Source: an optimization exercise on an open RTL-to-GDS flow (aim: small area, a short achievable clock period and few clock cycles per item). Production flows keep margins and buffers that such runs may drop. Only simulation tests tie the RTL to the original design; equivalence was not proved.

==> inputs of run a <==
## butterfly_top
module butterfly_top (
    input  logic        clk,
    input  logic        rst_n,
    input  logic [96:0] in_i,
    input  logic        in_vld_i,
    output logic        in_rdy_o,
    input  logic        credit_i,
    output logic [31:0] ao_o,
    output logic [31:0] bo_o,
    output logic        out_vld_o
);
Settings: LEC_CHECK=0, ABC_CLOCK_PERIOD_IN_PS=5000, CAP_MARGIN=20, CORE_MARGIN=2, CORE_UTILIZATION=40, SETUP_SLACK_MARGIN=1.8, SLEW_MARGIN=20, SYNTH_HIERARCHICAL=1, SYNTH_MINIMUM_KEEP_SIZE=0; clock period 6.7 ns.
standard.sh (not shown) runs the stock make flow with config.mk's settings and CLKGATE_MAP_FILE= SYNTH_SCRIPT=/design/flow/synth_recipe.tcl, a recipe that flattens the netlist after the stock synthesis.
==> flow/flow/run.sh <==
#!/bin/bash
# The standard layout (the standard.sh: ORFS synthesis to final layout), with one change:
# the port buffers that ORFS's buffer_ports inserts are buf_4 cells instead of its default
# choice (clkdlybuf4s50_1, a slow delay cell). Every input and output keeps its buffer.
set -euo pipefail
export BUFFER_PORTS_ARGS="-buffer_cell sky130_fd_sc_hd__buf_4"
bash standard.sh > standard.log 2>&1
==> run b: changes against run a <==
SETUP_SLACK_MARGIN = 2.0   (was 1.8)
TNS_END_PERCENT = 0   (was not set)
==> run c: changes against run a <==
TNS_END_PERCENT = 0   (was not set)
==> run d: changes against run a <==
--- a/flow/design.v
+++ b/flow/design.v
@@ -13,19 +13,10 @@
     assign neg = x2 ^ flip;
 endmodule
 module bfly_wrap (input logic mode, input logic [15:0] w, output logic wrap);
     assign wrap = ~mode & w[15] & ~(|w[14:0]);
 endmodule
-module bfly_x2 (input logic a, input logic b, output logic y);
-    assign y = a ^ b;
-endmodule
-module bfly_x3 (input logic a, input logic b, input logic c, output logic y);
-    assign y = a ^ b ^ c;
-endmodule
-module bfly_mj (input logic a, input logic b, input logic c, output logic y);
-    assign y = (a & b) | (a & c) | (b & c);
-endmodule
 module bfly_gp (input logic gl, input logic pl, input logic gr, input logic pr, output logic g, output logic p);
     assign g = gl | (pl & gr);
     assign p = pl & pr;
 endmodule
 module bfly_ha (input logic a, input logic b, output logic s, output logic co);
@@ -1587,13 +1578,10 @@
     assign tp_re[11] = tpp_re[11] ^ tpre_c11;
     assign tp_re[12] = tpp_re[12] ^ tpre_c12;
     assign tp_re[13] = tpp_re[13] ^ tpre_c13;
     assign tp_re[14] = tpp_re[14] ^ tpre_c14;
     assign tp_re[15] = tpp_re[15] ^ tpre_c15;
-    logic ep_re, b16p_re;
-    assign ep_re = a2_re[15] ^ y15_re ^ k_re ^ tpp_re[16];
-    bfly_x2 u_b16pre (.a(tpre_c16), .b(ep_re), .y(b16p_re));
     assign tp_re[16] = tpp_re[16] ^ tpre_c16;
     logic [16:0] tmg_re, tmp_re;
     assign tmg_re[0] = u_re[0] & 1'b1;
     assign tmp_re[0] = u_re[0] ^ 1'b1;
     assign tmg_re[1] = u_re[1] & vm_re[0];
@@ -1741,13 +1729,10 @@
     assign tm_re[11] = tmp_re[11] ^ tmre_c11;
     assign tm_re[12] = tmp_re[12] ^ tmre_c12;
     assign tm_re[13] = tmp_re[13] ^ tmre_c13;
     assign tm_re[14] = tmp_re[14] ^ tmre_c14;
     assign tm_re[15] = tmp_re[15] ^ tmre_c15;
-    logic em_re, b16m_re;
-    assign em_re = a2_re[15] ^ y15_re ^ k_re ^ tmp_re[16];
-    bfly_x2 u_b16mre (.a(tmre_c16), .b(em_re), .y(b16m_re));
     assign tm_re[16] = tmp_re[16] ^ tmre_c16;
     logic lim_g0c;
     assign lim_g0c = (s0_im[0] & s1_im[0]) | ((s0_im[0] ^ s1_im[0]) & cin2_im);
     logic lim_G0_1, lim_P0_1;
     bfly_gp u_lim_G0_1 (.gl((s0_im[1] & s1_im[1])), .pl((s0_im[1] ^ s1_im[1])), .gr(lim_g0c), .pr((s0_im[0] ^ s1_im[0])), .g(lim_G0_1), .p(lim_P0_1));
@@ -2045,13 +2030,10 @@
     assign tp_im[11] = tpp_im[11] ^ tpim_c11;
     assign tp_im[12] = tpp_im[12] ^ tpim_c12;
     assign tp_im[13] = tpp_im[13] ^ tpim_c13;
     assign tp_im[14] = tpp_im[14] ^ tpim_c14;
     assign tp_im[15] = tpp_im[15] ^ tpim_c15;
-    logic ep_im, b16p_im;
-    assign ep_im = a2_im[15] ^ y15_im ^ k_im ^ tpp_im[16];
-    bfly_x2 u_b16pim (.a(tpim_c16), .b(ep_im), .y(b16p_im));
     assign tp_im[16] = tpp_im[16] ^ tpim_c16;
     logic [16:0] tmg_im, tmp_im;
     assign tmg_im[0] = u_im[0] & 1'b1;
     assign tmp_im[0] = u_im[0] ^ 1'b1;
     assign tmg_im[1] = u_im[1] & vm_im[0];
@@ -2199,18 +2181,15 @@
     assign tm_im[11] = tmp_im[11] ^ tmim_c11;
     assign tm_im[12] = tmp_im[12] ^ tmim_c12;
     assign tm_im[13] = tmp_im[13] ^ tmim_c13;
     assign tm_im[14] = tmp_im[14] ^ tmim_c14;
     assign tm_im[15] = tmp_im[15] ^ tmim_c15;
-    logic em_im, b16m_im;
-    assign em_im = a2_im[15] ^ y15_im ^ k_im ^ tmp_im[16];
-    bfly_x2 u_b16mim (.a(tmim_c16), .b(em_im), .y(b16m_im));
     assign tm_im[16] = tmp_im[16] ^ tmim_c16;
     logic [16:0] add_re, add_im, sub_re, sub_im;
-    assign add_re = {b16p_re, tp_re[15:0]};
-    assign sub_re = {b16m_re, tm_re[15:0]};
-    assign add_im = {b16p_im, tp_im[15:0]};
-    assign sub_im = {b16m_im, tm_im[15:0]};
+    assign add_re = {a2_re[15] ^ y15_re ^ tp_re[16] ^ k_re, tp_re[15:0]};
+    assign sub_re = {a2_re[15] ^ y15_re ^ tm_re[16] ^ k_re, tm_re[15:0]};
+    assign add_im = {a2_im[15] ^ y15_im ^ tp_im[16] ^ k_im, tp_im[15:0]};
+    assign sub_im = {a2_im[15] ^ y15_im ^ tm_im[16] ^ k_im, tm_im[15:0]};
     assign ao_o      = {fold_out(add_re, mode2), fold_out(add_im, mode2)};
     assign bo_o      = {fold_out(sub_re, mode2), fold_out(sub_im, mode2)};
     assign out_vld_o = vld2;
 endmodule
CORE_UTILIZATION = 55   (was 40)
==> comparison table <==
quantity                                                                   run d                      run b                      run a                      run c
Placed instance count                                                       3747                       3971                       3969                       3971
Detailed-router iteration count before antenna repair                          7                          7                          6                          7
Capturing instance or port of the critical path                s0_im[10]$_DFF_P_           s0_im[8]$_DFF_P_          s0_im[10]$_DFF_P_           s0_im[9]$_DFF_P_
Total routed wirelength                                                   111 mm                     103 mm                     105 mm                     103 mm
FF-to-FF setup slack                                                     4820 ps                    4720 ps                    4750 ps                    4730 ps
Number of signal-net inverters in the final layout                            82                         84                         84                         84
Site Rows                                                                     85                        100                        100                        100
Max Clock Freq                                                         0.200 GHz                  0.199 GHz                  0.202 GHz                  0.197 GHz
Multi-input combinational gate total                                        2592                       2546                       2546                       2546
Diode count                                                                    1                          2                          0                          1
Core Util, Final                                                           67.4%                      45.7%                      47.7%                      45.8%
Hold EP                                                credit_cnt[0]$_DFFE_PN0P_  credit_cnt[2]$_DFFE_PN1P_  credit_cnt[0]$_DFFE_PN0P_  credit_cnt[2]$_DFFE_PN1P_
Height of the die                                                         238 µm                     279 µm                     279 µm                     279 µm
Cell with the largest stage delay on the worst path                         fa_1                       fa_1                       fa_2                       fa_1
Design Area, Final                                                     36400 µm²                  34100 µm²                  35600 µm²                  34200 µm²
Layout clock buffers                                                          22                         23                         23                         23
Final worst-path setup slack                                             1710 ps                    1680 ps                    1760 ps                    1630 ps
Status                                          no timing/DRC/antenna violations  no timing/DRC/antenna violations  no timing/DRC/antenna violations  no timing/DRC/antenna violations
Testbench counts of run a, summed over its fixed seeds: cycles 5,472, items 4,800.
Testbench counts of run b, summed over its fixed seeds: cycles 5,472, items 4,800.
Testbench counts of run c, summed over its fixed seeds: cycles 5,472, items 4,800.
Testbench counts of run d, summed over its fixed seeds: cycles 5,472, items 4,800.

[separate check: timing with driven ports]
In the flow no input, the clock included, has a driving cell. The finished layouts below were timed again as built, in two steps.
Step 1, drivers: a clkbuf_16 drives clk and a buf_2 each remaining input, both assumed.
Step 2 adds t to the input delays and takes it off the output delays; t is the mean of the earliest and latest rising clock arrival at the registers after step 1. Input paths then give back, and output paths get back, about the clock's delay inside the block.
Slacks: ideal / step 1 / step 2; pairs: ideal / step 1.
run | t, ns | setup slack, ns | cell pins on the clock port's net
run a | 0.552 | 1.757 / 1.787 / 1.234 | 1
run b | 0.548 | 1.677 / 1.721 / 1.172 | 1
run c | 0.546 | 1.627 / 1.667 / 1.122 | 1
run d | 0.544 | 1.706 / 1.729 / 1.186 | 1
After both steps every run listed still meets setup and hold. The setup slack of run a, which loses most, moves by +0.030 ns with the drivers and by -0.523 ns with both steps.
